What follows belongs to an exercise in optimizing a design on an open flow for small area; a production flow would make more cautious choices. In this exercise RTL edits were held to simulation tests only and were not proved equivalent to the original.

`flow/run.sh`:
```
#!/bin/bash
# synth_recipe.tcl (not shown) runs the flow's synth.tcl, then flattens the netlist and writes it again
# the make line also repeats each setting of config.mk as NAME=value (left out here)
make -C /OpenROAD-flow-scripts/flow DESIGN_CONFIG=/design/flow/config.mk WORK_HOME=/design/flow/orfs CLKGATE_MAP_FILE= SYNTH_SCRIPT=/design/flow/synth_recipe.tcl finish
```
`flow/constraint.sdc`:
```
create_clock -name core_clock -period 4.5 [get_ports {clk}]
set_input_delay 0.9000 -clock core_clock [delete_from_list [all_inputs] [get_ports {clk}]]
set_output_delay 0.9000 -clock core_clock [all_outputs]
set_load 0.01 [all_outputs]
```
`flow/config.mk`:
```
export PLATFORM = sky130hd
export DESIGN_NAME = sin_cos
export DESIGN_NICKNAME = sin_cos
export VERILOG_FILES = /design/flow/design.v
export SDC_FILE = /design/flow/constraint.sdc
export NUM_CORES = 4
export LEC_CHECK = 0
export CAP_MARGIN = 20
export CORE_MARGIN = 2
export CORE_UTILIZATION = 55
export CTS_CLUSTER_DIAMETER = 80
export CTS_CLUSTER_SIZE = 30
export SLEW_MARGIN = 20
```
`flow/design.v`:
```
module sin_cos #(
    parameter int Width = 16
) (
    input  logic                    clk,
    input  logic                    rst,
    input  logic                    phase_valid,
    input  logic signed [Width-1:0] phase,
    output logic                    sin_cos_valid,
    output logic signed [Width-1:0] cos,
    output logic signed [Width-1:0] sin
);
    function automatic logic [19:0] add_bk(input logic [19:0] a, input logic [19:0] b,
                                           input logic sub);
        logic [19:0] bb, p, g, gg, pp;
        logic [20:0] c;
        bb = b ^ {20{sub}};
        p  = a ^ bb;
        g  = a & bb;
        gg = g;
        pp = p;
        gg[0] = g[0] | (p[0] & sub);
        for (int l = 1; l < 20; l = l * 2) begin
            for (int j = 2 * l - 1; j < 20; j = j + 2 * l) begin
                gg[j] = gg[j] | (pp[j] & gg[j-l]);
                pp[j] = pp[j] & pp[j-l];
            end
        end
        for (int l = 8; l >= 1; l = l / 2) begin
            for (int j = 3 * l - 1; j < 20; j = j + 2 * l) begin
                gg[j] = gg[j] | (pp[j] & gg[j-l]);
                pp[j] = pp[j] & pp[j-l];
            end
        end
        c[0] = sub;
        for (int j = 0; j < 20; j++) c[j+1] = gg[j];
        add_bk = p ^ c[19:0];
    endfunction
    function automatic logic [19:0] add_ks(input logic [19:0] a, input logic [19:0] b,
                                           input logic sub);
        add_ks = a + (b ^ {20{sub}}) + {19'd0, sub};
    endfunction
    function automatic logic [19:0] add_rc(input logic [19:0] a, input logic [19:0] b,
                                           input logic sub);
        logic [19:0] bb, p, g;
        logic [20:0] c;
        bb = b ^ {20{sub}};
        p  = a ^ bb;
        g  = a & bb;
        c[0] = sub;
        for (int j = 0; j < 20; j++) c[j+1] = g[j] | (p[j] & c[j]);
        add_rc = p ^ c[19:0];
    endfunction
    function automatic logic [19:0] add_la(input logic [19:0] a, input logic [19:0] b,
                                           input logic sub);
        logic [19:0] bb, p, g;
        logic [20:0] c;
        bb = b ^ {20{sub}};
        p  = a ^ bb;
        g  = a & bb;
        c[0] = sub;
        for (int j = 0; j < 20; j += 2) begin
            c[j+1] = g[j] | (p[j] & c[j]);
            c[j+2] = g[j+1] | (p[j+1] & g[j]) | (p[j+1] & p[j] & c[j]);
        end
        add_la = p ^ c[19:0];
    endfunction
    function automatic logic [15:0] round_neg(input logic [19:0] v, input logic neg);
        logic [19:0] s;
        s = (v ^ {20{neg}}) + {16'd0, 1'b1, 2'b00, neg};
        round_neg = s[19:4];
    endfunction
    function automatic logic [15:0] last_round(input logic [19:0] a, input logic [19:0] b,
                                               input logic sub, input logic neg);
        logic [19:0] s;
        s = (a ^ {20{neg}}) + (b ^ {20{sub ^ neg}}) + {16'd0, 1'b1, 1'b0, neg & ~sub, sub};
        last_round = s[19:4];
    endfunction
    function automatic logic [19:0] add_sx8_6(input logic [19:0] a, input logic [19:0] b,
                                                input logic sub);
        logic [19:0] bb, p, g, gg, pp, s;
        logic [20:0] c;
        logic        bs, inc, dec, all1, all0;
        bb = b ^ {20{sub}};
        p  = a ^ bb;
        g  = a & bb;
        c[0] = sub;
        for (int j = 0; j < 6; j++) c[j+1] = g[j] | (p[j] & c[j]);
        gg = g;
        pp = p;
        for (int l = 1; l < 8 - 6; l = l * 2) begin
            for (int r = 2 * l - 1; r < 8 - 6; r = r + 2 * l) begin
                gg[r+6] = gg[r+6] | (pp[r+6] & gg[r+6-l]);
                pp[r+6] = pp[r+6] & pp[r+6-l];
            end
        end
        for (int l = 8; l >= 1; l = l / 2) begin
            for (int r = 3 * l - 1; r < 8 - 6; r = r + 2 * l) begin
                gg[r+6] = gg[r+6] | (pp[r+6] & gg[r+6-l]);
                pp[r+6] = pp[r+6] & pp[r+6-l];
            end
        end
        for (int j = 6; j < 8; j++) c[j+1] = gg[j] | (pp[j] & c[6]);
        s = p ^ c[19:0];
        bs  = bb[8];
        inc = c[8] & ~bs;
        dec = ~c[8] & bs;
        all1 = 1'b1;
        all0 = 1'b1;
        for (int j = 8; j < 20; j++) begin
            s[j] = a[j] ^ ((inc & all1) | (dec & all0));
            all1 = all1 & a[j];
            all0 = all0 & ~a[j];
        end
        add_sx8_6 = s;
    endfunction
    function automatic logic [19:0] add_sx9_5(input logic [19:0] a, input logic [19:0] b,
                                                input logic sub);
        logic [19:0] bb, p, g, gg, pp, s;
        logic [20:0] c;
        logic        bs, inc, dec, all1, all0;
        bb = b ^ {20{sub}};
        p  = a ^ bb;
        g  = a & bb;
        c[0] = sub;
        for (int j = 0; j < 5; j++) c[j+1] = g[j] | (p[j] & c[j]);
        gg = g;
        pp = p;
        for (int l = 1; l < 9 - 5; l = l * 2) begin
            for (int r = 2 * l - 1; r < 9 - 5; r = r + 2 * l) begin
                gg[r+5] = gg[r+5] | (pp[r+5] & gg[r+5-l]);
                pp[r+5] = pp[r+5] & pp[r+5-l];
            end
        end
        for (int l = 8; l >= 1; l = l / 2) begin
            for (int r = 3 * l - 1; r < 9 - 5; r = r + 2 * l) begin
                gg[r+5] = gg[r+5] | (pp[r+5] & gg[r+5-l]);
                pp[r+5] = pp[r+5] & pp[r+5-l];
            end
        end
        for (int j = 5; j < 9; j++) c[j+1] = gg[j] | (pp[j] & c[5]);
        s = p ^ c[19:0];
        bs  = bb[9];
        inc = c[9] & ~bs;
        dec = ~c[9] & bs;
        all1 = 1'b1;
        all0 = 1'b1;
        for (int j = 9; j < 20; j++) begin
            s[j] = a[j] ^ ((inc & all1) | (dec & all0));
            all1 = all1 & a[j];
            all0 = all0 & ~a[j];
        end
        add_sx9_5 = s;
    endfunction
    function automatic logic [19:0] add_sx10_4(input logic [19:0] a, input logic [19:0] b,
                                                input logic sub);
        logic [19:0] bb, p, g, gg, pp, s;
        logic [20:0] c;
        logic        bs, inc, dec, all1, all0;
        bb = b ^ {20{sub}};
        p  = a ^ bb;
        g  = a & bb;
        c[0] = sub;
        for (int j = 0; j < 4; j++) c[j+1] = g[j] | (p[j] & c[j]);
        gg = g;
        pp = p;
        for (int l = 1; l < 10 - 4; l = l * 2) begin
            for (int r = 2 * l - 1; r < 10 - 4; r = r + 2 * l) begin
                gg[r+4] = gg[r+4] | (pp[r+4] & gg[r+4-l]);
                pp[r+4] = pp[r+4] & pp[r+4-l];
            end
        end
        for (int l = 8; l >= 1; l = l / 2) begin
            for (int r = 3 * l - 1; r < 10 - 4; r = r + 2 * l) begin
                gg[r+4] = gg[r+4] | (pp[r+4] & gg[r+4-l]);
                pp[r+4] = pp[r+4] & pp[r+4-l];
            end
        end
        for (int j = 4; j < 10; j++) c[j+1] = gg[j] | (pp[j] & c[4]);
        s = p ^ c[19:0];
        bs  = bb[10];
        inc = c[10] & ~bs;
        dec = ~c[10] & bs;
        all1 = 1'b1;
        all0 = 1'b1;
        for (int j = 10; j < 20; j++) begin
            s[j] = a[j] ^ ((inc & all1) | (dec & all0));
            all1 = all1 & a[j];
            all0 = all0 & ~a[j];
        end
        add_sx10_4 = s;
    endfunction
    function automatic logic [19:0] add_sx11_4(input logic [19:0] a, input logic [19:0] b,
                                                input logic sub);
        logic [19:0] bb, p, g, gg, pp, s;
        logic [20:0] c;
        logic        bs, inc, dec, all1, all0;
        bb = b ^ {20{sub}};
        p  = a ^ bb;
        g  = a & bb;
        c[0] = sub;
        for (int j = 0; j < 4; j++) c[j+1] = g[j] | (p[j] & c[j]);
        gg = g;
        pp = p;
        for (int l = 1; l < 11 - 4; l = l * 2) begin
            for (int r = 2 * l - 1; r < 11 - 4; r = r + 2 * l) begin
                gg[r+4] = gg[r+4] | (pp[r+4] & gg[r+4-l]);
                pp[r+4] = pp[r+4] & pp[r+4-l];
            end
        end
        for (int l = 8; l >= 1; l = l / 2) begin
            for (int r = 3 * l - 1; r < 11 - 4; r = r + 2 * l) begin
                gg[r+4] = gg[r+4] | (pp[r+4] & gg[r+4-l]);
                pp[r+4] = pp[r+4] & pp[r+4-l];
            end
        end
        for (int j = 4; j < 11; j++) c[j+1] = gg[j] | (pp[j] & c[4]);
        s = p ^ c[19:0];
        bs  = bb[11];
        inc = c[11] & ~bs;
        dec = ~c[11] & bs;
        all1 = 1'b1;
        all0 = 1'b1;
        for (int j = 11; j < 20; j++) begin
            s[j] = a[j] ^ ((inc & all1) | (dec & all0));
            all1 = all1 & a[j];
            all0 = all0 & ~a[j];
        end
        add_sx11_4 = s;
    endfunction
    function automatic logic [19:0] add_sx12_3(input logic [19:0] a, input logic [19:0] b,
                                                input logic sub);
        logic [19:0] bb, p, g, gg, pp, s;
        logic [20:0] c;
        logic        bs, inc, dec, all1, all0;
        bb = b ^ {20{sub}};
        p  = a ^ bb;
        g  = a & bb;
        c[0] = sub;
        for (int j = 0; j < 3; j++) c[j+1] = g[j] | (p[j] & c[j]);
        gg = g;
        pp = p;
        for (int l = 1; l < 12 - 3; l = l * 2) begin
            for (int r = 2 * l - 1; r < 12 - 3; r = r + 2 * l) begin
                gg[r+3] = gg[r+3] | (pp[r+3] & gg[r+3-l]);
                pp[r+3] = pp[r+3] & pp[r+3-l];
            end
        end
        for (int l = 8; l >= 1; l = l / 2) begin
            for (int r = 3 * l - 1; r < 12 - 3; r = r + 2 * l) begin
                gg[r+3] = gg[r+3] | (pp[r+3] & gg[r+3-l]);
                pp[r+3] = pp[r+3] & pp[r+3-l];
            end
        end
        for (int j = 3; j < 12; j++) c[j+1] = gg[j] | (pp[j] & c[3]);
        s = p ^ c[19:0];
        bs  = bb[12];
        inc = c[12] & ~bs;
        dec = ~c[12] & bs;
        all1 = 1'b1;
        all0 = 1'b1;
        for (int j = 12; j < 20; j++) begin
            s[j] = a[j] ^ ((inc & all1) | (dec & all0));
            all1 = all1 & a[j];
            all0 = all0 & ~a[j];
        end
        add_sx12_3 = s;
    endfunction
    function automatic logic [19:0] add_sx13_2(input logic [19:0] a, input logic [19:0] b,
                                                input logic sub);
        logic [19:0] bb, p, g, gg, pp, s;
        logic [20:0] c;
        logic        bs, inc, dec, all1, all0;
        bb = b ^ {20{sub}};
        p  = a ^ bb;
        g  = a & bb;
        c[0] = sub;
        for (int j = 0; j < 2; j++) c[j+1] = g[j] | (p[j] & c[j]);
        gg = g;
        pp = p;
        for (int l = 1; l < 13 - 2; l = l * 2) begin
            for (int r = 2 * l - 1; r < 13 - 2; r = r + 2 * l) begin
                gg[r+2] = gg[r+2] | (pp[r+2] & gg[r+2-l]);
                pp[r+2] = pp[r+2] & pp[r+2-l];
            end
        end
        for (int l = 8; l >= 1; l = l / 2) begin
            for (int r = 3 * l - 1; r < 13 - 2; r = r + 2 * l) begin
                gg[r+2] = gg[r+2] | (pp[r+2] & gg[r+2-l]);
                pp[r+2] = pp[r+2] & pp[r+2-l];
            end
        end
        for (int j = 2; j < 13; j++) c[j+1] = gg[j] | (pp[j] & c[2]);
        s = p ^ c[19:0];
        bs  = bb[13];
        inc = c[13] & ~bs;
        dec = ~c[13] & bs;
        all1 = 1'b1;
        all0 = 1'b1;
        for (int j = 13; j < 20; j++) begin
            s[j] = a[j] ^ ((inc & all1) | (dec & all0));
            all1 = all1 & a[j];
            all0 = all0 & ~a[j];
        end
        add_sx13_2 = s;
    endfunction
    function automatic logic [19:0] add_sx14_1(input logic [19:0] a, input logic [19:0] b,
                                                input logic sub);
        logic [19:0] bb, p, g, gg, pp, s;
        logic [20:0] c;
        logic        bs, inc, dec, all1, all0;
        bb = b ^ {20{sub}};
        p  = a ^ bb;
        g  = a & bb;
        c[0] = sub;
        for (int j = 0; j < 1; j++) c[j+1] = g[j] | (p[j] & c[j]);
        gg = g;
        pp = p;
        for (int l = 1; l < 14 - 1; l = l * 2) begin
            for (int r = 2 * l - 1; r < 14 - 1; r = r + 2 * l) begin
                gg[r+1] = gg[r+1] | (pp[r+1] & gg[r+1-l]);
                pp[r+1] = pp[r+1] & pp[r+1-l];
            end
        end
        for (int l = 8; l >= 1; l = l / 2) begin
            for (int r = 3 * l - 1; r < 14 - 1; r = r + 2 * l) begin
                gg[r+1] = gg[r+1] | (pp[r+1] & gg[r+1-l]);
                pp[r+1] = pp[r+1] & pp[r+1-l];
            end
        end
        for (int j = 1; j < 14; j++) c[j+1] = gg[j] | (pp[j] & c[1]);
        s = p ^ c[19:0];
        bs  = bb[14];
        inc = c[14] & ~bs;
        dec = ~c[14] & bs;
        all1 = 1'b1;
        all0 = 1'b1;
        for (int j = 14; j < 20; j++) begin
            s[j] = a[j] ^ ((inc & all1) | (dec & all0));
            all1 = all1 & a[j];
            all0 = all0 & ~a[j];
        end
        add_sx14_1 = s;
    endfunction
    logic [0:0] fold;
    logic [0:0] s0;
    logic [0:0] s1;
    logic [16:0] c2;
    logic [16:0] z2;
    logic [16:0] z2_q1;
    logic [0:0] s2;
    logic [0:0] s3;
    logic [0:0] s4;
    logic [0:0] s5;
    logic [12:0] c6;
    logic [12:0] z6;
    logic [0:0] s0_q1;
    logic [0:0] s1_q1;
    localparam logic [2559:0] XY_TABLE = 2560'h2d4712d37b2d37fd2b8f15dd73c2363c238ea2293d3ad1297612977c2c5306dd23f9ec3f9eef922e3703d20ae620ae8c8fc323fec34e7e34e7edc0133fec002f2702f28c0140fef353ffb23ffb4010ca328e2273a6273a8cd71e1d2ec38f2b38f2be2d143f1160ad2a0ad29c0eea0ebb63e4553e455f144a3aa7e1993b1993bc55822a4d73003330031d5b2a0000000000000000000000000000000000000000300332a4d72a4d9cffcd1993b3aa7e3aa7ee66c53e4550ebb60ebb5c1bab0ad2a3f1163f116f52d638f2b1d2ec1d2ecc70d5273a6328e2328e0d8c593ffb2fef35fef34c004e02f273fec03fec0fd0d834e7e23fec23feccb18220ae63703d3703bdf51a3f9ec06dd206dcfc0614129763d3ad3d3abed68a3c23615dd715dd5c3dca2d37b2d4712d46dd2c8600000000000000000000;
    logic [19:0] x6;
    logic [19:0] y6;
    logic [12:0] z6_q2;
    logic [19:0] x6_q2;
    logic [19:0] y6_q2;
    logic [19:0] x7;
    logic [19:0] y7;
    logic [12:0] z6_q3;
    logic [19:0] x7_q3;
    logic [19:0] y7_q3;
    logic [19:0] x8;
    logic [19:0] y8;
    logic [12:0] z6_q4;
    logic [19:0] x8_q4;
    logic [19:0] y8_q4;
    logic [19:0] x9;
    logic [19:0] y9;
    logic [12:0] z6_q5;
    logic [19:0] x9_q5;
    logic [19:0] y9_q5;
    logic [19:0] x10;
    logic [19:0] y10;
    logic [12:0] z6_q6;
    logic [19:0] x10_q6;
    logic [19:0] y10_q6;
    logic [19:0] x11;
    logic [19:0] y11;
    logic [12:0] z6_q7;
    logic [19:0] x11_q7;
    logic [19:0] y11_q7;
    logic [19:0] x12;
    logic [19:0] y12;
    logic [12:0] z6_q8;
    logic [19:0] x12_q8;
    logic [19:0] y12_q8;
    logic [19:0] x13;
    logic [19:0] y13;
    logic [12:0] z6_q9;
    logic [0:0] fold_q1;
    logic [0:0] fold_q2;
    logic [0:0] fold_q3;
    logic [0:0] fold_q4;
    logic [0:0] fold_q5;
    logic [0:0] fold_q6;
    logic [0:0] fold_q7;
    logic [0:0] fold_q8;
    logic [0:0] fold_q9;
    logic [19:0] x13_q9;
    logic [19:0] y13_q9;
    logic [15:0] cos_r;
    logic [15:0] sin_r;
    logic v1;
    logic v2;
    logic v3;
    logic v4;
    logic v5;
    logic v6;
    logic v7;
    logic v8;
    logic v9;
    wire pa_ge0 = $signed(phase) >= -$signed(16'sd32169);
    wire pa_ge1 = $signed(phase) >= -$signed(16'sd25735);
    wire pa_ge2 = $signed(phase) >= -$signed(16'sd19301);
    wire pa_ge3 = $signed(phase) >= -$signed(16'sd12868);
    wire pa_ge4 = $signed(phase) >= -$signed(16'sd6434);
    wire pa_ge5 = $signed(phase) >= $signed(16'sd0);
    wire pa_ge6 = $signed(phase) >= $signed(16'sd6434);
    wire pa_ge7 = $signed(phase) >= $signed(16'sd12869);
    wire pa_ge8 = $signed(phase) >= $signed(16'sd19302);
    wire pa_ge9 = $signed(phase) >= $signed(16'sd25736);
    wire pa_ge10 = $signed(phase) >= $signed(16'sd32170);
    assign fold = ~(pa_ge3 ^ pa_ge7);
    assign s0 = (pa_ge1 ^ pa_ge3 ^ pa_ge5 ^ pa_ge7 ^ pa_ge9);
    assign s1 = (pa_ge0 ^ pa_ge1 ^ pa_ge2 ^ pa_ge3 ^ pa_ge4 ^ pa_ge5 ^ pa_ge6 ^ pa_ge7 ^ pa_ge8 ^ pa_ge9 ^ pa_ge10);
    assign c2[0] = (pa_ge3 ^ pa_ge7);
    assign c2[1] = ~(pa_ge0 ^ pa_ge1 ^ pa_ge2 ^ pa_ge3 ^ pa_ge4 ^ pa_ge5 ^ pa_ge6 ^ pa_ge8 ^ pa_ge9 ^ pa_ge10);
    assign c2[2] = (pa_ge0 ^ pa_ge1 ^ pa_ge2 ^ pa_ge3 ^ pa_ge4 ^ pa_ge5 ^ pa_ge6);
    assign c2[3] = (pa_ge0 ^ pa_ge1 ^ pa_ge2 ^ pa_ge3 ^ pa_ge4 ^ pa_ge5 ^ pa_ge6 ^ pa_ge7 ^ pa_ge8 ^ pa_ge9 ^ pa_ge10);
    assign c2[4] = (pa_ge0 ^ pa_ge1 ^ pa_ge2 ^ pa_ge3 ^ pa_ge4 ^ pa_ge5 ^ pa_ge6 ^ pa_ge7 ^ pa_ge8 ^ pa_ge9 ^ pa_ge10);
    assign c2[5] = (pa_ge0 ^ pa_ge1 ^ pa_ge2 ^ pa_ge3 ^ pa_ge4 ^ pa_ge5 ^ pa_ge6 ^ pa_ge7 ^ pa_ge8 ^ pa_ge9 ^ pa_ge10);
    assign c2[6] = (pa_ge1 ^ pa_ge3 ^ pa_ge5 ^ pa_ge7 ^ pa_ge9);
    assign c2[7] = (pa_ge1 ^ pa_ge5 ^ pa_ge9);
    assign c2[8] = (pa_ge0 ^ pa_ge2 ^ pa_ge3 ^ pa_ge4 ^ pa_ge5 ^ pa_ge6 ^ pa_ge7 ^ pa_ge8 ^ pa_ge10);
    assign c2[9] = (pa_ge1 ^ pa_ge2 ^ pa_ge3 ^ pa_ge4 ^ pa_ge5 ^ pa_ge6 ^ pa_ge7 ^ pa_ge8 ^ pa_ge9);
    assign c2[10] = (pa_ge0 ^ pa_ge1 ^ pa_ge3 ^ pa_ge5 ^ pa_ge7 ^ pa_ge9 ^ pa_ge10);
    assign c2[11] = ~(pa_ge1 ^ pa_ge2 ^ pa_ge4 ^ pa_ge5 ^ pa_ge6 ^ pa_ge8 ^ pa_ge9);
    assign c2[12] = (pa_ge3 ^ pa_ge4 ^ pa_ge5 ^ pa_ge6 ^ pa_ge7);
    assign c2[13] = (pa_ge0 ^ pa_ge2 ^ pa_ge3 ^ pa_ge5 ^ pa_ge7 ^ pa_ge8 ^ pa_ge10);
    assign c2[14] = ~(pa_ge1 ^ pa_ge2 ^ pa_ge4 ^ pa_ge5 ^ pa_ge6 ^ pa_ge8 ^ pa_ge9);
    assign c2[15] = ~(pa_ge3 ^ pa_ge4 ^ pa_ge5 ^ pa_ge6 ^ pa_ge7);
    assign c2[16] = (pa_ge1 ^ pa_ge3 ^ pa_ge5 ^ pa_ge7 ^ pa_ge9);
    assign z2 = {phase[12:0] + c2[16:4], c2[3:0]};
    wire zb_ge0 = $signed(z2_q1) >= -$signed(17'sd56592);
    wire zb_ge1 = $signed(z2_q1) >= -$signed(17'sd48416);
    wire zb_ge2 = $signed(z2_q1) >= -$signed(17'sd40232);
    wire zb_ge3 = $signed(z2_q1) >= -$signed(17'sd32112);
    wire zb_ge4 = $signed(z2_q1) >= -$signed(17'sd23992);
    wire zb_ge5 = $signed(z2_q1) >= -$signed(17'sd15811);
    wire zb_ge6 = $signed(z2_q1) >= -$signed(17'sd7632);
    wire zb_ge7 = $signed(z2_q1) >= $signed(17'sd0);
    wire zb_ge8 = $signed(z2_q1) >= $signed(17'sd7630);
    wire zb_ge9 = $signed(z2_q1) >= $signed(17'sd15811);
    wire zb_ge10 = $signed(z2_q1) >= $signed(17'sd23992);
    wire zb_ge11 = $signed(z2_q1) >= $signed(17'sd32110);
    wire zb_ge12 = $signed(z2_q1) >= $signed(17'sd40228);
    wire zb_ge13 = $signed(z2_q1) >= $signed(17'sd48416);
    wire zb_ge14 = $signed(z2_q1) >= $signed(17'sd56592);
    assign s2 = zb_ge7;
    assign s3 = (zb_ge3 ^ zb_ge7 ^ zb_ge11);
    assign s4 = (zb_ge1 ^ zb_ge3 ^ zb_ge5 ^ zb_ge7 ^ zb_ge9 ^ zb_ge11 ^ zb_ge13);
    assign s5 = (zb_ge0 ^ zb_ge1 ^ zb_ge2 ^ zb_ge3 ^ zb_ge4 ^ zb_ge5 ^ zb_ge6 ^ zb_ge7 ^ zb_ge8 ^ zb_ge9 ^ zb_ge10 ^ zb_ge11 ^ zb_ge12 ^ zb_ge13 ^ zb_ge14);
    assign c6[0] = 1'b1;
    assign c6[1] = (zb_ge0 ^ zb_ge2 ^ zb_ge3 ^ zb_ge4 ^ zb_ge6 ^ zb_ge7 ^ zb_ge8 ^ zb_ge10 ^ zb_ge11 ^ zb_ge12 ^ zb_ge14);
    assign c6[2] = ~(zb_ge1 ^ zb_ge2 ^ zb_ge4 ^ zb_ge5 ^ zb_ge7 ^ zb_ge9 ^ zb_ge10 ^ zb_ge12 ^ zb_ge13);
    assign c6[3] = ~(zb_ge1 ^ zb_ge4 ^ zb_ge7 ^ zb_ge10 ^ zb_ge13);
    assign c6[4] = (zb_ge3 ^ zb_ge5 ^ zb_ge7 ^ zb_ge9 ^ zb_ge11);
    assign c6[5] = (zb_ge1 ^ zb_ge5 ^ zb_ge7 ^ zb_ge9 ^ zb_ge13);
    assign c6[6] = (zb_ge5 ^ zb_ge7 ^ zb_ge9);
    assign c6[7] = (zb_ge3 ^ zb_ge7 ^ zb_ge11);
    assign c6[8] = ~(zb_ge7);
    assign c6[9] = zb_ge7;
    assign c6[10] = ~(zb_ge7);
    assign c6[11] = ~(zb_ge7);
    assign c6[12] = zb_ge7;
    assign z6 = z2_q1[12:0] + c6;
    assign {x6, y6} = XY_TABLE[{s5, s4, s3, s2, s1_q1, s0_q1} * 40 +: 40];
    assign x7 = add_sx14_1(x6_q2, $signed(y6_q2) >>> 6, ~z6_q2[12]);
    assign y7 = add_sx14_1(y6_q2, $signed(x6_q2) >>> 6, z6_q2[12]);
    assign x8 = add_sx13_2(x7_q3, $signed(y7_q3) >>> 7, z6_q3[11]);
    assign y8 = add_sx13_2(y7_q3, $signed(x7_q3) >>> 7, ~z6_q3[11]);
    assign x9 = add_sx12_3(x8_q4, $signed(y8_q4) >>> 8, z6_q4[10]);
    assign y9 = add_sx12_3(y8_q4, $signed(x8_q4) >>> 8, ~z6_q4[10]);
    assign x10 = add_sx11_4(x9_q5, $signed(y9_q5) >>> 9, z6_q5[9]);
    assign y10 = add_sx11_4(y9_q5, $signed(x9_q5) >>> 9, ~z6_q5[9]);
    assign x11 = add_sx10_4(x10_q6, $signed(y10_q6) >>> 10, z6_q6[8]);
    assign y11 = add_sx10_4(y10_q6, $signed(x10_q6) >>> 10, ~z6_q6[8]);
    assign x12 = add_sx9_5(x11_q7, $signed(y11_q7) >>> 11, z6_q7[7]);
    assign y12 = add_sx9_5(y11_q7, $signed(x11_q7) >>> 11, ~z6_q7[7]);
    assign x13 = add_sx8_6(x12_q8, $signed(y12_q8) >>> 12, z6_q8[6]);
    assign y13 = add_sx8_6(y12_q8, $signed(x12_q8) >>> 12, ~z6_q8[6]);
    assign cos_r = last_round(x13_q9, $signed(y13_q9) >>> 13, z6_q9[5], fold_q9);
    assign sin_r = last_round(y13_q9, $signed(x13_q9) >>> 13, ~z6_q9[5], fold_q9);
    always_ff @(posedge clk) begin
        z2_q1 <= z2;
        s0_q1 <= s0;
        s1_q1 <= s1;
        z6_q2 <= z6;
        x6_q2 <= x6;
        y6_q2 <= y6;
        z6_q3 <= z6_q2;
        x7_q3 <= x7;
        y7_q3 <= y7;
        z6_q4 <= z6_q3;
        x8_q4 <= x8;
        y8_q4 <= y8;
        z6_q5 <= z6_q4;
        x9_q5 <= x9;
        y9_q5 <= y9;
        z6_q6 <= z6_q5;
        x10_q6 <= x10;
        y10_q6 <= y10;
        z6_q7 <= z6_q6;
        x11_q7 <= x11;
        y11_q7 <= y11;
        z6_q8 <= z6_q7;
        x12_q8 <= x12;
        y12_q8 <= y12;
        z6_q9 <= z6_q8;
        fold_q1 <= fold;
        fold_q2 <= fold_q1;
        fold_q3 <= fold_q2;
        fold_q4 <= fold_q3;
        fold_q5 <= fold_q4;
        fold_q6 <= fold_q5;
        fold_q7 <= fold_q6;
        fold_q8 <= fold_q7;
        fold_q9 <= fold_q8;
        x13_q9 <= x13;
        y13_q9 <= y13;
        cos <= cos_r;
        sin <= sin_r;
    end
    always_ff @(posedge clk) begin
        if (rst) begin
            v1 <= 1'b0;
            v2 <= 1'b0;
            v3 <= 1'b0;
            v4 <= 1'b0;
            v5 <= 1'b0;
            v6 <= 1'b0;
            v7 <= 1'b0;
            v8 <= 1'b0;
            v9 <= 1'b0;
            sin_cos_valid <= 1'b0;
        end else begin
            v1 <= phase_valid;
            v2 <= v1;
            v3 <= v2;
            v4 <= v3;
            v5 <= v4;
            v6 <= v5;
            v7 <= v6;
            v8 <= v7;
            v9 <= v8;
            sin_cos_valid <= v9;
        end
    end
endmodule
```
==> impl_metrics.prom, run 1 <==
# TYPE chip_impl_metric gauge
chip_impl_metric{name="min_delay_path_depth",unit=""} 0
chip_impl_metric{name="number_of_top_level_pins",unit=""} 52
chip_impl_metric{name="yosys_warnings",unit=""} 113
chip_impl_metric{name="timing.reg2reg.setup_slack",unit="ns"} 0.22
chip_impl_metric{name="max-cap-violations",unit=""} 0
chip_impl_metric{name="worst_slew_pin_slew",unit="ns"} 0.976
chip_impl_metric{name="slew-limit-headroom",unit="%"} 34.7
chip_impl_metric{name="crit_path_setup_slack_layout",unit="ns"} 0.181
chip_impl_metric{name="drt_iter0_markers",unit=""} 1297
chip_impl_info{name="crit_path_cell_trace",value="clkdlybuf4s50_1 > nor2_2 > nand2_2 > o21bai_1 > a21oi_2 > a21o_1 > a2bb2oi_4 > o31ai_4 > a21oi_2 > ha_2 > fa_2 > a21o_1 > a21oi_2 > o21bai_1 > a21oi_2 > nor2b_1 > o21a_1 > o31a_1 > o41ai_2 > xnor2_1"} 1
chip_impl_metric{name="h-tree-depth",unit=""} 1
chip_impl_metric{name="r2r.worst_path.cells",unit=""} 17
chip_impl_metric{name="finalNonFillerCells",unit=""} 3629
chip_impl_metric{name="floorplan.die_area",unit="um2"} 48400
chip_impl_metric{name="num_vias",unit=""} 20457
chip_impl_metric{name="global_route_wire_length_before_repair",unit="mm"} 106
chip_impl_metric{name="num_antenna_cells",unit=""} 0
chip_impl_info{name="critical_path_class",value="input pin to register"} 1
chip_impl_metric{name="synth_async_sr_flop_share",unit="%"} 0
chip_impl_metric{name="first_global_vias",unit=""} 19978
chip_impl_metric{name="postSynthNetCount",unit=""} 3210
chip_impl_metric{name="grt_antenna_before_repair",unit=""} 0
chip_impl_metric{name="place_worst_setup_slack",unit="ns"} -0.724
chip_impl_info{name="yosys_most_used_dff",value="dfxtp_1"} 1
chip_impl_metric{name="start_util",unit="%"} 55.4
chip_impl_metric{name="placedCellCount",unit=""} 3572
chip_impl_metric{name="port_buffers",unit=""} 51
chip_impl_metric{name="postSynthCellCount",unit=""} 2895
chip_impl_metric{name="mappedNetlistArea",unit="um2"} 25700
chip_impl_metric{name="row_count",unit=""} 79
chip_impl_info{name="destination_of_the_worst_register_to_register_timing_path",value="y13_q9[19]"} 1
chip_impl_metric{name="placeableCoreArea",unit="um2"} 46400
chip_impl_metric{name="max_frequency",unit="MHz"} 232
chip_impl_metric{name="final_layout_size_suffix_gt1_share",unit="%"} 10.4
chip_impl_metric{name="number_of_enable_flip_flop_cells_after_synthesis",unit=""} 0
chip_impl_metric{name="final_net_count",unit=""} 3321
chip_impl_metric{name="worst_ep_arrival",unit="ns"} 4.78
chip_impl_metric{name="synth_simple_gate_area_share",unit="%"} 14.4
chip_impl_metric{name="synth_adder_area_share",unit="%"} 16.0
chip_impl_info{name="start_kind",value="input pin"} 1
chip_impl_info{name="synthTopCellsByCount",value="dfxtp_1, nor2_1, ha_1, xnor2_1, xor2_1"} 1
chip_impl_metric{name="die_x",unit="um"} 220
chip_impl_metric{name="total_routing_usage_gr",unit="%"} 27.5
chip_impl_info{name="worstHoldStart",value="z6_q5[8]"} 1
chip_impl_metric{name="drt_wl_total",unit="mm"} 67.4
chip_impl_metric{name="worst_path_largest_cell_delay",unit="ns"} 0.51
chip_impl_info{name="end_kind",value="register"} 1
chip_impl_info{name="cp_slowest_cell",value="clkdlybuf4s50_1"} 1
chip_impl_metric{name="place_congestion",unit=""} 0.974
chip_impl_metric{name="pin_count_of_the_biggest_net_entering_global_routing",unit=""} 84
chip_impl_info{name="most_frequent_cell_after_synthesis",value="dfxtp_1"} 1
chip_impl_metric{name="report.final.setup_viol",unit=""} 0
chip_impl_metric{name="synth-compound-area-share",unit="%"} 14.3
chip_impl_metric{name="drc_violation_count_after_routing",unit=""} 0
chip_impl_info{name="ys_top_cells_by_area",value="dfxtp_1, ha_1, xnor2_1"} 1
chip_impl_metric{name="report.final.slew_viol_count",unit=""} 0
chip_impl_metric{name="vias_per_std_cell",unit=""} 5.64
chip_impl_info{name="synth_top_family_by_area",value="adder cells"} 1
chip_impl_metric{name="detail_route.wl_per_cell",unit="um"} 18.6
chip_impl_metric{name="tritoncts.num_buffers",unit=""} 24
chip_impl_metric{name="dp_hpwl",unit="mm"} 52.1
chip_impl_metric{name="synth_seq_cells",unit=""} 423
chip_impl_metric{name="synth-seq-area-share",unit="%"} 33.0
chip_impl_info{name="cts.root.buffer_cell",value="clkbuf_16"} 1
chip_impl_metric{name="die_h",unit="um"} 220
chip_impl_info{name="yosys.area.top_type",value="dfxtp_1"} 1
chip_impl_info{name="r2r_start",value="z6_q8[6]"} 1
chip_impl_metric{name="dr.pass1.iters",unit=""} 7
chip_impl_metric{name="worst-path-max-fanout",unit=""} 5
chip_impl_metric{name="globalRouteOverflowTotal",unit=""} 0
chip_impl_metric{name="clock_sink_count",unit=""} 423
chip_impl_info{name="hold_path.class",value="register to register"} 1
chip_impl_metric{name="clk_path_buf_depth",unit=""} 3
chip_impl_metric{name="antenna_left",unit=""} 0
chip_impl_metric{name="syn_avg_cell_area",unit="um2"} 8.87
chip_impl_metric{name="hold_buffers",unit=""} 0
chip_impl_metric{name="synthXorXnorAreaFrac",unit="%"} 14.7
chip_impl_metric{name="worst_setup_hold_path_clk_slew",unit="ns"} 0.10
chip_impl_info{name="cts_tree",value="yes"} 1
chip_impl_info{name="path_common_cell",value="a21oi_2"} 1
chip_impl_metric{name="final.min_clock_period",unit="ns"} 4.32
chip_impl_metric{name="clock_insertion_delay_worst_skew",unit="ns"} 0.57
chip_impl_metric{name="clock-skew-final",unit="ns"} 0.0331
chip_impl_info{name="holdPathEnd",value="z6_q6[8]"} 1
chip_impl_metric{name="syn2layout_area_growth",unit="%"} 12.6
chip_impl_info{name="outcome",value="no timing/DRC/antenna violations"} 1
chip_impl_metric{name="final_hold_viol_count",unit=""} 0
chip_impl_metric{name="synth_top_area_share",unit="%"} 33.0
chip_impl_metric{name="worstPathRequired",unit="ns"} 4.97
chip_impl_metric{name="synth_mux_area_share",unit="%"} 2.78
chip_impl_metric{name="post_synth_num_cell_types",unit=""} 76
chip_impl_metric{name="finalCritPeriodShare",unit="%"} 96.0
worst max-delay path by stage:
| stage | startpoint | end | slack [ns] |
|---|---|---|---|
| 6_report | phase[11] | z2_q1[16] | 0.18 |
| 5_1_grt | z6_q5[9] | y10_q6[19] | -0.06 |
| 4_1_cts | phase[2] | z2_q1[16] | -0.05 |
| 3_5_place_dp | phase[4] | z2_q1[16] | -0.72 |
| 3_3_place_gp | phase[6] | z2_q1[15] | -0.67 |
| 2_1_floorplan | phase[7] | z2_q1[15] | -0.03 |
worst max-delay path: cells and delay by family:
kind,cells,cell delay (ns)
xor gates and xnor gates,1,0.16
adders and majority gates,2,0.58
and+or+nand+nor,3,0.27
buffers and inverters,1,0.51
AOI/OAI and AO/OA,13,2.35
timing repair:
action	4_1_cts	5_1_grt
endpoints found under the hold margin	0	0
gates cloned	0	0
pin swaps	1	30
resized for setup	6	107
endpoints found under the setup margin	5	52
buffers inserted	0	15
stage by stage:
stage / instance area [um2] / utilization (%) / hold WS, ns / TNS, ns
4_1_cts: 28500 / 61.4 / 0.334 / -0.0832
2_1_floorplan: 25700 / - / 0.310 / -0.0324
3_5_place_dp: 27600 / 59.5 / 0.312 / -3.01
5_1_grt: 28900 / 62.4 / 0.332 / -0.111
6_report: 28900 / 62.4 / 0.330 / 0
3_3_place_gp: 27600 / 59.5 / 0.310 / -2.59
metal layers:
metal,global-route usage (%),share of wire (%),vias up
met5,0,0,-
met4,8.77,3.1,0
met3,2.90,4.6,128
met2,46.6,47,525
met1,36.8,45,9725
li1,-,-,10079
cell families after synthesis:
logic type	Yosys count
buffers and inverters	317
flip-flops	423
multiplexers	64
AO/OA/AOI/OAI	574
AND/OR/NAND/NOR	789
adder cells (fa/ha/maj)	296
XOR/XNOR	432
placed cells by master, fill, tap and decap left out, types with 27 or more instances in the layout:
master	count
dfxtp_1	405
inv_1	194
nand2b_1	58
nand3_1	45
o21a_1	34
buf_4	146
xor2_1	202
xnor2_1	230
a31oi_1	27
a21oi_1	117
nor2_1	245
ha_1	240
nor2b_1	34
mux2i_1	50
o21ai_0	169
clkdlybuf4s50_1	39
fa_1	46
nand2_1	185
nor3_1	84
final cells by class:
cell class	count	area, um2
clock inverters	14	229
fillers	3984	17400
multi-input cells	2155	16300
flip-flops and latches	423	8500
clock buffers	28	647
inverters	196	736
repair buffers	206	1760
well taps	607	759
==> run 2: changes to the inputs <==
--- a/flow/config.mk
+++ b/flow/config.mk
@@ -10,4 +10,4 @@
 export CORE_UTILIZATION = 55
-export CTS_CLUSTER_DIAMETER = 80
-export CTS_CLUSTER_SIZE = 30
+export CTS_CLUSTER_DIAMETER = 60
+export CTS_CLUSTER_SIZE = 20
 export SLEW_MARGIN = 20
==> run 2 against run 1 <==
Against the previous run:
- clock-buffer cell count is 14 higher
- via count is 0.38% higher
- die area unchanged
- flip-flop and latch count stayed put
- wire length grew 0.91%
- register-to-register slack got worse by 0.03 ns
- global-route usage grew 0.48 points
- core utilization grew 0.84 points
- critical path depth grew 1
- largest cell class unchanged
- highest routed layer unchanged
==> impl_metrics.prom, run 2 <==
# TYPE chip_impl_metric gauge
chip_impl_info{name="outcome",value="no timing/DRC/antenna violations"} 1
chip_impl_metric{name="syn_avg_cell_area",unit="um2"} 8.87
chip_impl_metric{name="postSynthNetCount",unit=""} 3210
chip_impl_metric{name="pin_count_of_the_biggest_net_entering_global_routing",unit=""} 84
chip_impl_info{name="cts_tree",value="yes"} 1
chip_impl_metric{name="synth_async_sr_flop_share",unit="%"} 0
chip_impl_info{name="critical_path.endpoint",value="z2_q1[16]"} 1
chip_impl_info{name="end_kind",value="register"} 1
chip_impl_metric{name="clk_path_buf_depth",unit=""} 3
chip_impl_metric{name="timing.reg2reg.setup_slack",unit="ns"} 0.19
chip_impl_metric{name="drc_violation_count_after_routing",unit=""} 0
chip_impl_metric{name="max_frequency",unit="MHz"} 232
chip_impl_metric{name="clock-skew-final",unit="ns"} 0.0316
chip_impl_metric{name="detail_route.wl_per_cell",unit="um"} 18.6
chip_impl_metric{name="ff_latch_area",unit="um2"} 8500
chip_impl_metric{name="synth_seq_cells",unit=""} 423
chip_impl_metric{name="global_route_wire_length_before_repair",unit="mm"} 108
chip_impl_metric{name="placedCellCount",unit=""} 3572
chip_impl_metric{name="final_hold_viol_count",unit=""} 0
chip_impl_metric{name="grt_antenna_before_repair",unit=""} 0
chip_impl_info{name="final_common_cell",value="dfxtp_1"} 1
chip_impl_info{name="most_frequent_cells_in_the_layout",value="dfxtp_1, nor2_1, ha_1, xnor2_1, xor2_1"} 1
chip_impl_metric{name="synth_top_area_share",unit="%"} 33.0
chip_impl_metric{name="worstSetupPathDepth",unit=""} 21
chip_impl_metric{name="path_buf_inv",unit=""} 4
chip_impl_metric{name="syn2layout_area_growth",unit="%"} 14.1
chip_impl_metric{name="max-cap-violations",unit=""} 0
chip_impl_metric{name="fillCellCount",unit=""} 3948
chip_impl_info{name="crit_path_cell_trace",value="dlymetal6s2s_1 > o41ai_2 > a21boi_1 > o311ai_1 > buf_4 > a21oi_2 > a2bb2oi_4 > o31ai_4 > a21oi_2 > buf_4 > buf_4 > fa_2 > a21o_1 > a21oi_2 > o21bai_1 > a21oi_2 > nor2b_1 > o21a_1 > o31a_1 > o41ai_2 > xnor2_1"} 1
chip_impl_metric{name="worst-path-max-fanout",unit=""} 3
chip_impl_metric{name="synth-seq-area-share",unit="%"} 33.0
chip_impl_metric{name="drt_wl_total",unit="mm"} 68.0
chip_impl_metric{name="clock_insertion_delay_worst_skew",unit="ns"} 0.56
chip_impl_metric{name="drt_iter0_markers",unit=""} 1393
chip_impl_metric{name="globalRouteOverflowTotal",unit=""} 0
chip_impl_metric{name="hold_buffers",unit=""} 0
chip_impl_info{name="synthTopCellsByCount",value="dfxtp_1, nor2_1, ha_1, xnor2_1, xor2_1"} 1
chip_impl_metric{name="report.final.setup_viol",unit=""} 0
chip_impl_metric{name="worst_ep_arrival",unit="ns"} 4.78
chip_impl_metric{name="place_congestion",unit=""} 0.974
chip_impl_metric{name="dr.pass1.iters",unit=""} 6
chip_impl_metric{name="worst_path_largest_cell_delay",unit="ns"} 0.36
chip_impl_info{name="r2r_start",value="z6_q8[6]"} 1
chip_impl_metric{name="h-tree-depth",unit=""} 2
chip_impl_metric{name="postLayoutCoreUtil",unit="%"} 63.2
chip_impl_metric{name="worst_setup_hold_path_clk_slew",unit="ns"} 0.08
chip_impl_metric{name="totalNegativeSetupSlack",unit="ns"} 0
chip_impl_info{name="path_common_cell",value="a21oi_2"} 1
chip_impl_info{name="critPathTopFamily",value="compound AO/OA/AOI/OAI gates"} 1
chip_impl_metric{name="num_antenna_cells",unit=""} 0
chip_impl_info{name="destination_of_the_worst_register_to_register_timing_path",value="y13_q9[19]"} 1
chip_impl_metric{name="finalNonFillerCells",unit=""} 3650
chip_impl_metric{name="multi_input_area",unit="um2"} 16300
chip_impl_metric{name="port_buffers",unit=""} 51
chip_impl_metric{name="number_of_enable_flip_flop_cells_after_synthesis",unit=""} 0
chip_impl_info{name="worstHoldStart",value="z6_q6[7]"} 1
chip_impl_metric{name="slew-limit-headroom",unit="%"} 37.0
chip_impl_info{name="yosys_most_used_dff",value="dfxtp_1"} 1
chip_impl_metric{name="post_dp_cell_area",unit="um2"} 27600
chip_impl_metric{name="placeableCoreArea",unit="um2"} 46400
chip_impl_metric{name="antenna_left",unit=""} 0
chip_impl_info{name="cts.root.buffer_cell",value="clkbuf_16"} 1
chip_impl_metric{name="floorplan.die_area",unit="um2"} 48400
chip_impl_metric{name="yosys_warnings",unit=""} 113
chip_impl_metric{name="clock_sink_count",unit=""} 423
chip_impl_info{name="ys_top_cells_by_area",value="dfxtp_1, ha_1, xnor2_1"} 1
chip_impl_info{name="critical_path_class",value="input pin to register"} 1
chip_impl_info{name="cp_slowest_cell",value="o41ai_2"} 1
chip_impl_info{name="hold_path.class",value="register to register"} 1
chip_impl_metric{name="start_util",unit="%"} 55.4
chip_impl_metric{name="final.min_clock_period",unit="ns"} 4.31
chip_impl_metric{name="worst_slew_pin_slew",unit="ns"} 0.942
chip_impl_metric{name="postSynthCellCount",unit=""} 2895
chip_impl_metric{name="die_h",unit="um"} 220
chip_impl_metric{name="worst_hold_slack",unit="ns"} 0.321
chip_impl_metric{name="num_vias",unit=""} 20534
chip_impl_info{name="worstSetupStartpoint",value="phase[1]"} 1
chip_impl_metric{name="die_x",unit="um"} 220
chip_impl_metric{name="min_delay_path_depth",unit=""} 0
chip_impl_metric{name="tritoncts.num_buffers",unit=""} 35
chip_impl_metric{name="total_routing_usage_gr",unit="%"} 28.0
chip_impl_metric{name="r2r.worst_path.cells",unit=""} 17
chip_impl_metric{name="mappedNetlistArea",unit="um2"} 25700
chip_impl_metric{name="dp_hpwl",unit="mm"} 52.1
chip_impl_metric{name="first_global_vias",unit=""} 20240
chip_impl_metric{name="report.final.slew_viol_count",unit=""} 0
chip_impl_metric{name="number_of_top_level_pins",unit=""} 52
chip_impl_metric{name="final_net_count",unit=""} 3332
chip_impl_info{name="yosys.area.top_type",value="dfxtp_1"} 1
chip_impl_info{name="most_frequent_cell_after_synthesis",value="dfxtp_1"} 1
chip_impl_metric{name="worstPathRequired",unit="ns"} 4.97
chip_impl_metric{name="stdcell_area",unit="um2"} 29300
chip_impl_metric{name="vias_per_std_cell",unit=""} 5.63
chip_impl_metric{name="row_count",unit=""} 79
chip_impl_metric{name="post_synth_num_cell_types",unit=""} 76
chip_impl_info{name="start_kind",value="input pin"} 1
chip_impl_metric{name="final_layout_size_suffix_gt1_share",unit="%"} 11.1
chip_impl_metric{name="finalCritPeriodShare",unit="%"} 95.8
==> run 2: cell counts after synthesis <==
Identical to the previous run, type by type.
==> run 2: what timing repair did <==
action                                  4_1_cts  5_1_grt
gates resized for setup                       8      107
buffers inserted                              0       15
endpoints found under the setup margin        5       49
pin swaps                                     1       30
==> run 2: through the flow <==
stage | setup WS [ns]
detailed placement | -0.724
global route | -0.0642
floorplan | -0.0324
CTS | -0.0414
finish | 0.190
global placement | -0.672
==> run 2: cell families after synthesis <==
kind of cell               after synthesis  share of synthesized area (%)
xor gates and xnor gates               432                           14.7
adders and majority gates              296                           16.0
DFF                                    423                           33.0
AOI/OAI and AO/OA                      574                           14.3
buffers and inverters                  317                           4.78
and+or+nand+nor                        789                           14.4
muxes                                   64                           2.78
==> run 2: final cells by class <==
type / count / area share (%)
clock buffer: 42 / 3.29
tap: 607 / 2.59
multi-input combinational: 2155 / 55.6
sequential: 423 / 29.0
clock inverter: 21 / 1.02
inverter: 196 / 2.51
timing repair buffer: 206 / 6.01
==> run 2: how the worst min path moves through the flow <==
stage	to	slack, ns
after detailed placement	fold_q4	0.31
after global routing	z6_q7[7]	0.32
after CTS	z6_q3[10]	0.32
after floorplan	fold_q2	0.31
after global placement	fold_q9	0.31
final	z6_q7[7]	0.32
==> run 2: metal layers <==
layer | GRT usage [%] | up-vias | share of wire (%)
li1 | - | 10115 | -
met1 | 36.9 | 9756 | 45
met2 | 47.2 | 538 | 47
met3 | 3.89 | 125 | 5.0
met4 | 9.17 | 0 | 3.2
met5 | 0 | - | 0
==> run 2: worst reg2reg max path: stages (launching register included) <==
cell and delay [ns]:
dfxtp_4 0.38, xor2_1 0.18, fa_1 0.42, fa_1 0.41, fa_2 0.38, fa_2 0.38, fa_2 0.36, nor2b_1 0.11
o21ai_0 0.08, nand2b_1 0.11, ha_2 0.20, nand4_1 0.16, nor2_2 0.19, and3_4 0.21, and3_1 0.21, and3_1 0.19
mux2i_1 0.09, xnor2_1 0.14
==> run 3: changes to the inputs <==
--- a/flow/design.v
+++ b/flow/design.v
@@ -71,2 +71,15 @@
     endfunction
+    function automatic logic [15:0] last_round_sx(input logic [19:0] a, input logic [19:0] b,
+                                                  input logic sub, input logic neg);
+        logic [19:0] aa, bb;
+        logic [8:0]  lo;
+        logic [12:0] hi;
+        logic [2:0]  d;
+        aa = a ^ {20{neg}};
+        bb = b ^ {20{sub ^ neg}};
+        lo = {2'b00, aa[6:0]} + {2'b00, bb[6:0]} + {5'd0, 1'b1, 1'b0, neg & ~sub, sub};
+        d  = {1'b0, lo[8:7]} - {2'b00, bb[7]};
+        hi = aa[19:7] + {{10{d[2]}}, d};
+        last_round_sx = {hi, lo[6:4]};
+    endfunction
     function automatic logic [15:0] last_round(input logic [19:0] a, input logic [19:0] b,
@@ -357,3 +370,3 @@
     logic [0:0] s1_q1;
-    localparam logic [2559:0] XY_TABLE = 2560'h2d4712d37b2d37fd2b8f15dd73c2363c238ea2293d3ad1297612977c2c5306dd23f9ec3f9eef922e3703d20ae620ae8c8fc323fec34e7e34e7edc0133fec002f2702f28c0140fef353ffb23ffb4010ca328e2273a6273a8cd71e1d2ec38f2b38f2be2d143f1160ad2a0ad29c0eea0ebb63e4553e455f144a3aa7e1993b1993bc55822a4d73003330031d5b2a0000000000000000000000000000000000000000300332a4d72a4d9cffcd1993b3aa7e3aa7ee66c53e4550ebb60ebb5c1bab0ad2a3f1163f116f52d638f2b1d2ec1d2ecc70d5273a6328e2328e0d8c593ffb2fef35fef34c004e02f273fec03fec0fd0d834e7e23fec23feccb18220ae63703d3703bdf51a3f9ec06dd206dcfc0614129763d3ad3d3abed68a3c23615dd715dd5c3dca2d37b2d4712d46dd2c8600000000000000000000;
+    localparam logic [2559:0] XY_TABLE = 2560'h2d4712d37b2d37fd2b8f2d4712d37b2d37fd2b8f15dd73c2363c238ea2293d3ad1297612977c2c5306dd23f9ec3f9eef922e3703d20ae620ae8c8fc323fec34e7e34e7edc0133fec002f2702f28c0140fef353ffb23ffb4010ca328e2273a6273a8cd71e1d2ec38f2b38f2be2d143f1160ad2a0ad29c0eea0ebb63e4553e455f144a3aa7e1993b1993bc55822a4d73003330031d5b2a2a4d73003330031d5b2a300332a4d72a4d9cffcd300332a4d72a4d9cffcd1993b3aa7e3aa7ee66c53e4550ebb60ebb5c1bab0ad2a3f1163f116f52d638f2b1d2ec1d2ecc70d5273a6328e2328e0d8c593ffb2fef35fef34c004e02f273fec03fec0fd0d834e7e23fec23feccb18220ae63703d3703bdf51a3f9ec06dd206dcfc0614129763d3ad3d3abed68a3c23615dd715dd5c3dca2d37b2d4712d46dd2c862d37b2d4712d46dd2c86;
     logic [19:0] x6;
@@ -361,4 +374,6 @@
     logic [12:0] z6_q2;
-    logic [19:0] x6_q2;
-    logic [19:0] y6_q2;
+    logic [18:0] x6_q2;
+    wire [19:0] x6_q2_s = {{1{x6_q2[18]}}, x6_q2};
+    logic [18:0] y6_q2;
+    wire [19:0] y6_q2_s = {{1{y6_q2[18]}}, y6_q2};
     logic [19:0] x7;
@@ -366,4 +381,6 @@
     logic [12:0] z6_q3;
-    logic [19:0] x7_q3;
-    logic [19:0] y7_q3;
+    logic [18:0] x7_q3;
+    wire [19:0] x7_q3_s = {{1{x7_q3[18]}}, x7_q3};
+    logic [18:0] y7_q3;
+    wire [19:0] y7_q3_s = {{1{y7_q3[18]}}, y7_q3};
     logic [19:0] x8;
@@ -371,4 +388,6 @@
     logic [12:0] z6_q4;
-    logic [19:0] x8_q4;
-    logic [19:0] y8_q4;
+    logic [18:0] x8_q4;
+    wire [19:0] x8_q4_s = {{1{x8_q4[18]}}, x8_q4};
+    logic [18:0] y8_q4;
+    wire [19:0] y8_q4_s = {{1{y8_q4[18]}}, y8_q4};
     logic [19:0] x9;
@@ -377,3 +396,4 @@
     logic [19:0] x9_q5;
-    logic [19:0] y9_q5;
+    logic [18:0] y9_q5;
+    wire [19:0] y9_q5_s = {{1{y9_q5[18]}}, y9_q5};
     logic [19:0] x10;
@@ -484,10 +504,10 @@
     assign {x6, y6} = XY_TABLE[{s5, s4, s3, s2, s1_q1, s0_q1} * 40 +: 40];
-    assign x7 = add_sx14_1(x6_q2, $signed(y6_q2) >>> 6, ~z6_q2[12]);
-    assign y7 = add_sx14_1(y6_q2, $signed(x6_q2) >>> 6, z6_q2[12]);
-    assign x8 = add_sx13_2(x7_q3, $signed(y7_q3) >>> 7, z6_q3[11]);
-    assign y8 = add_sx13_2(y7_q3, $signed(x7_q3) >>> 7, ~z6_q3[11]);
-    assign x9 = add_sx12_3(x8_q4, $signed(y8_q4) >>> 8, z6_q4[10]);
-    assign y9 = add_sx12_3(y8_q4, $signed(x8_q4) >>> 8, ~z6_q4[10]);
-    assign x10 = add_sx11_4(x9_q5, $signed(y9_q5) >>> 9, z6_q5[9]);
-    assign y10 = add_sx11_4(y9_q5, $signed(x9_q5) >>> 9, ~z6_q5[9]);
+    assign x7 = add_sx14_1(x6_q2_s, $signed(y6_q2_s) >>> 6, ~z6_q2[12]);
+    assign y7 = add_sx14_1(y6_q2_s, $signed(x6_q2_s) >>> 6, z6_q2[12]);
+    assign x8 = add_sx13_2(x7_q3_s, $signed(y7_q3_s) >>> 7, z6_q3[11]);
+    assign y8 = add_sx13_2(y7_q3_s, $signed(x7_q3_s) >>> 7, ~z6_q3[11]);
+    assign x9 = add_sx12_3(x8_q4_s, $signed(y8_q4_s) >>> 8, z6_q4[10]);
+    assign y9 = add_sx12_3(y8_q4_s, $signed(x8_q4_s) >>> 8, ~z6_q4[10]);
+    assign x10 = add_sx11_4(x9_q5, $signed(y9_q5_s) >>> 9, z6_q5[9]);
+    assign y10 = add_sx11_4(y9_q5_s, $signed(x9_q5) >>> 9, ~z6_q5[9]);
     assign x11 = add_sx10_4(x10_q6, $signed(y10_q6) >>> 10, z6_q6[8]);
@@ -505,13 +525,13 @@
         z6_q2 <= z6;
-        x6_q2 <= x6;
-        y6_q2 <= y6;
+        x6_q2 <= x6[18:0];
+        y6_q2 <= y6[18:0];
         z6_q3 <= z6_q2;
-        x7_q3 <= x7;
-        y7_q3 <= y7;
+        x7_q3 <= x7[18:0];
+        y7_q3 <= y7[18:0];
         z6_q4 <= z6_q3;
-        x8_q4 <= x8;
-        y8_q4 <= y8;
+        x8_q4 <= x8[18:0];
+        y8_q4 <= y8[18:0];
         z6_q5 <= z6_q4;
         x9_q5 <= x9;
-        y9_q5 <= y9;
+        y9_q5 <= y9[18:0];
         z6_q6 <= z6_q5;
--- a/flow/config.mk
+++ b/flow/config.mk
@@ -7,7 +7,7 @@
 export LEC_CHECK = 0
-export CAP_MARGIN = 20
+export CAP_MARGIN = 0
 export CORE_MARGIN = 2
 export CORE_UTILIZATION = 55
-export CTS_CLUSTER_DIAMETER = 60
-export CTS_CLUSTER_SIZE = 20
-export SLEW_MARGIN = 20
+export CTS_CLUSTER_DIAMETER = 80
+export CTS_CLUSTER_SIZE = 30
+export SLEW_MARGIN = 0
==> run 3 against run 2 <==
Against the previous run:
- critical path type unchanged
- wire length down 5.1%
- largest cell class unchanged
- first-iteration DRC count is 1.9% lower
- critical endpoint unchanged
- final cell count decreased by 2.2%
- hold slack got worse by 0.0035 ns
- via count down 2.8%
==> impl_metrics.prom, run 3 <==
# TYPE chip_impl_metric gauge
chip_impl_metric{name="number_of_enable_flip_flop_cells_after_synthesis",unit=""} 0
chip_impl_metric{name="dr.pass1.iters",unit=""} 6
chip_impl_metric{name="place_congestion",unit=""} 0.984
chip_impl_info{name="cts.root.buffer_cell",value="clkbuf_16"} 1
chip_impl_metric{name="worstPathRequired",unit="ns"} 4.99
chip_impl_metric{name="mappedNetlistArea",unit="um2"} 25400
chip_impl_metric{name="drt_iter0_markers",unit=""} 1367
chip_impl_metric{name="tritoncts.num_buffers",unit=""} 23
chip_impl_metric{name="worst_slew_pin_slew",unit="ns"} 0.714
chip_impl_metric{name="final_hold_viol_count",unit=""} 0
chip_impl_metric{name="worst_hold_slack",unit="ns"} 0.317
chip_impl_info{name="worstSetupStartpoint",value="phase[8]"} 1
chip_impl_metric{name="yosys_warnings",unit=""} 113
chip_impl_metric{name="timing.reg2reg.setup_slack",unit="ns"} 0.17
chip_impl_metric{name="worst_ep_arrival",unit="ns"} 4.87
chip_impl_metric{name="antenna_left",unit=""} 0
chip_impl_metric{name="path_buf_inv",unit=""} 3
chip_impl_metric{name="port_buffers",unit=""} 51
chip_impl_metric{name="grt_antenna_before_repair",unit=""} 1
chip_impl_metric{name="detail_route.wl_per_cell",unit="um"} 18.1
chip_impl_metric{name="postSynthNetCount",unit=""} 3149
chip_impl_metric{name="post_synth_num_cell_types",unit=""} 84
chip_impl_metric{name="clk_path_buf_depth",unit=""} 3
chip_impl_info{name="start_kind",value="input pin"} 1
chip_impl_metric{name="final_layout_size_suffix_gt1_share",unit="%"} 11.2
chip_impl_metric{name="final_net_count",unit=""} 3261
chip_impl_metric{name="total_routing_usage_gr",unit="%"} 27.0
chip_impl_info{name="critical_path_class",value="input pin to register"} 1
chip_impl_info{name="outcome",value="no timing/DRC/antenna violations"} 1
chip_impl_info{name="r2r_start",value="z6_q8[6]"} 1
chip_impl_metric{name="worst_path_largest_cell_delay",unit="ns"} 0.44
chip_impl_metric{name="report.final.slew_viol_count",unit=""} 0
chip_impl_info{name="end_kind",value="register"} 1
chip_impl_metric{name="worst_setup_hold_path_clk_slew",unit="ns"} 0.10
chip_impl_metric{name="number_of_top_level_pins",unit=""} 52
chip_impl_metric{name="num_vias",unit=""} 19953
chip_impl_info{name="critPathTopFamily",value="compound AO/OA/AOI/OAI gates"} 1
chip_impl_metric{name="max_frequency",unit="MHz"} 228
chip_impl_metric{name="row_count",unit=""} 78
chip_impl_metric{name="placedCellCount",unit=""} 3493
chip_impl_metric{name="first_global_vias",unit=""} 19902
chip_impl_info{name="crit_path_cell_trace",value="clkdlybuf4s50_1 > buf_6 > a211o_1 > a311oi_2 > buf_4 > nor2_1 > o31a_1 > a21boi_4 > ha_2 > fa_2 > a21o_1 > a21oi_2 > o21bai_1 > a21oi_2 > nor2b_1 > o21a_1 > o31a_1 > o41ai_2 > xnor2_1"} 1
chip_impl_metric{name="syn2layout_area_growth",unit="%"} 11.9
chip_impl_metric{name="synth_async_sr_flop_share",unit="%"} 0
chip_impl_metric{name="syn_avg_cell_area",unit="um2"} 8.93
chip_impl_metric{name="dp_hpwl",unit="mm"} 49.3
chip_impl_info{name="cp_slowest_cell",value="clkdlybuf4s50_1"} 1
chip_impl_metric{name="postSynthCellCount",unit=""} 2842
## run 3: changes by cell type in the layout (fill, tap and decap cells not counted), moves of 11 or more
| cell | delta |
|---|---|
| o21ai_0 | -40 |
| xor2_1 | -15 |
| mux2i_1 | +14 |
| clkbuf_16 | -13 |
| a21oi_1 | +11 |
| buf_4 | +11 |
| dlymetal6s2s_1 | -11 |
| nor3_1 | -11 |
## run 3: metrics by stage
stage | worst slack (ns) | instance area, um2 | setup TNS [ns] | utilization (%)
finish | 0.113 | 28400 | 0 | 62.4
global route | -0.0675 | 28400 | -0.141 | 62.4
CTS | 0.00313 | 28100 | 0 | 61.7
detailed placement | -0.896 | 27100 | -4.25 | 59.5
global placement | -0.827 | 27100 | -3.93 | 59.5
floorplan | -0.136 | 25400 | -0.136 | -
## run 3: final cells by class
| type | instances | area, um2 |
|---|---|---|
| fillers | 3893 | 17100 |
| multi-input cells | 2106 | 16000 |
| flip-flops and latches | 418 | 8400 |
| repair buffers | 213 | 1760 |
| well taps | 600 | 751 |
| inverters | 192 | 721 |
| clock buffers | 25 | 593 |
| clock inverters | 16 | 203 |
## run 3: repair_timing
item | CTS | global route
setup endpoints to repair | 7 | 48
hold buffers | 0 | 0
setup buffers | 26 | 10
pin swaps | 14 | 33
gates resized for setup | 16 | 100
## run 3: worst register-to-register path: cells and delay by family, from the launching register on
family          cells  cell delay [ns]
fa+ha+maj           6             2.21
compound gates      2             0.19
xor+xnor            2             0.37
simple gates        7             1.12
flops               1             0.39
## run 3: routing by layer
layer / track usage [%] / up-vias / part of all wire (%)
met2: 46.0 / 506 / 47
met5: 0 / - / 0.015
li1: - / 9850 / -
met3: 2.72 / 127 / 4.5
met1: 36.1 / 9468 / 45
met4: 7.82 / 2 / 2.9
## run 3: kinds of logic (layout without fill, tap and decap cells)
group                      Yosys count  after routing  synth area share, %
adders and majority gates          288            288                 15.8
buffers and inverters              318            446                 5.17
muxes                               78             78                 3.15
DFF                                418            418                 33.0
xor gates and xnor gates           427            427                 14.7
and+or+nand+nor                    766            766                 14.1
AOI/OAI and AO/OA                  547            547                 14.1
## run 3: how the worst min path moves through the flow
stage / slack [ns] / to / startpoint / depth (start not counted)
4_1_cts: 0.31 / z6_q3[6] / z6_q2[6] / 0
6_report: 0.32 / z6_q3[6] / z6_q2[6] / 0
5_1_grt: 0.32 / z6_q3[6] / z6_q2[6] / 0
3_3_place_gp: 0.31 / z6_q6[6] / z6_q5[6] / 0
2_1_floorplan: 0.31 / fold_q2 / fold_q1 / 0
3_5_place_dp: 0.31 / z6_q3[6] / z6_q2[6] / 0

static timing again, ports no longer ideal:
How much do the figures lean on ideal ports? The routed layouts below were timed once more, with nothing changed but the port constraints.
Step 1 (the two cells are an assumption about what drives the block):
set clk [get_ports {clk}]
set_driving_cell -lib_cell sky130_fd_sc_hd__clkbuf_16 $clk
set_driving_cell -lib_cell sky130_fd_sc_hd__buf_2 [delete_from_list [all_inputs] $clk]
Step 2, shift: input delay + t, output delay - t, t = (earliest + latest rising clock arrival at the registers) / 2. This alone moves slack from input paths to output paths.
a / b / c = ideal / step 1 / step 2; a / b = the first two.
| run | t, ns | setup slack, ns | pins driven straight from the clock port |
|---|---|---|---|
| run 1 | 0.619 | 0.181 / 0.221 / -0.396 | 1 |
| run 2 | 0.610 | 0.190 / 0.191 / -0.377 | 1 |
| run 3 | 0.617 | 0.113 / 0.147 / -0.470 | 1 |
Met with ideal ports but missed after step 2: setup timing in every run listed. For run 3, which loses most, drivers alone change the setup slack by +0.034 ns; drivers and shift together by -0.583 ns.
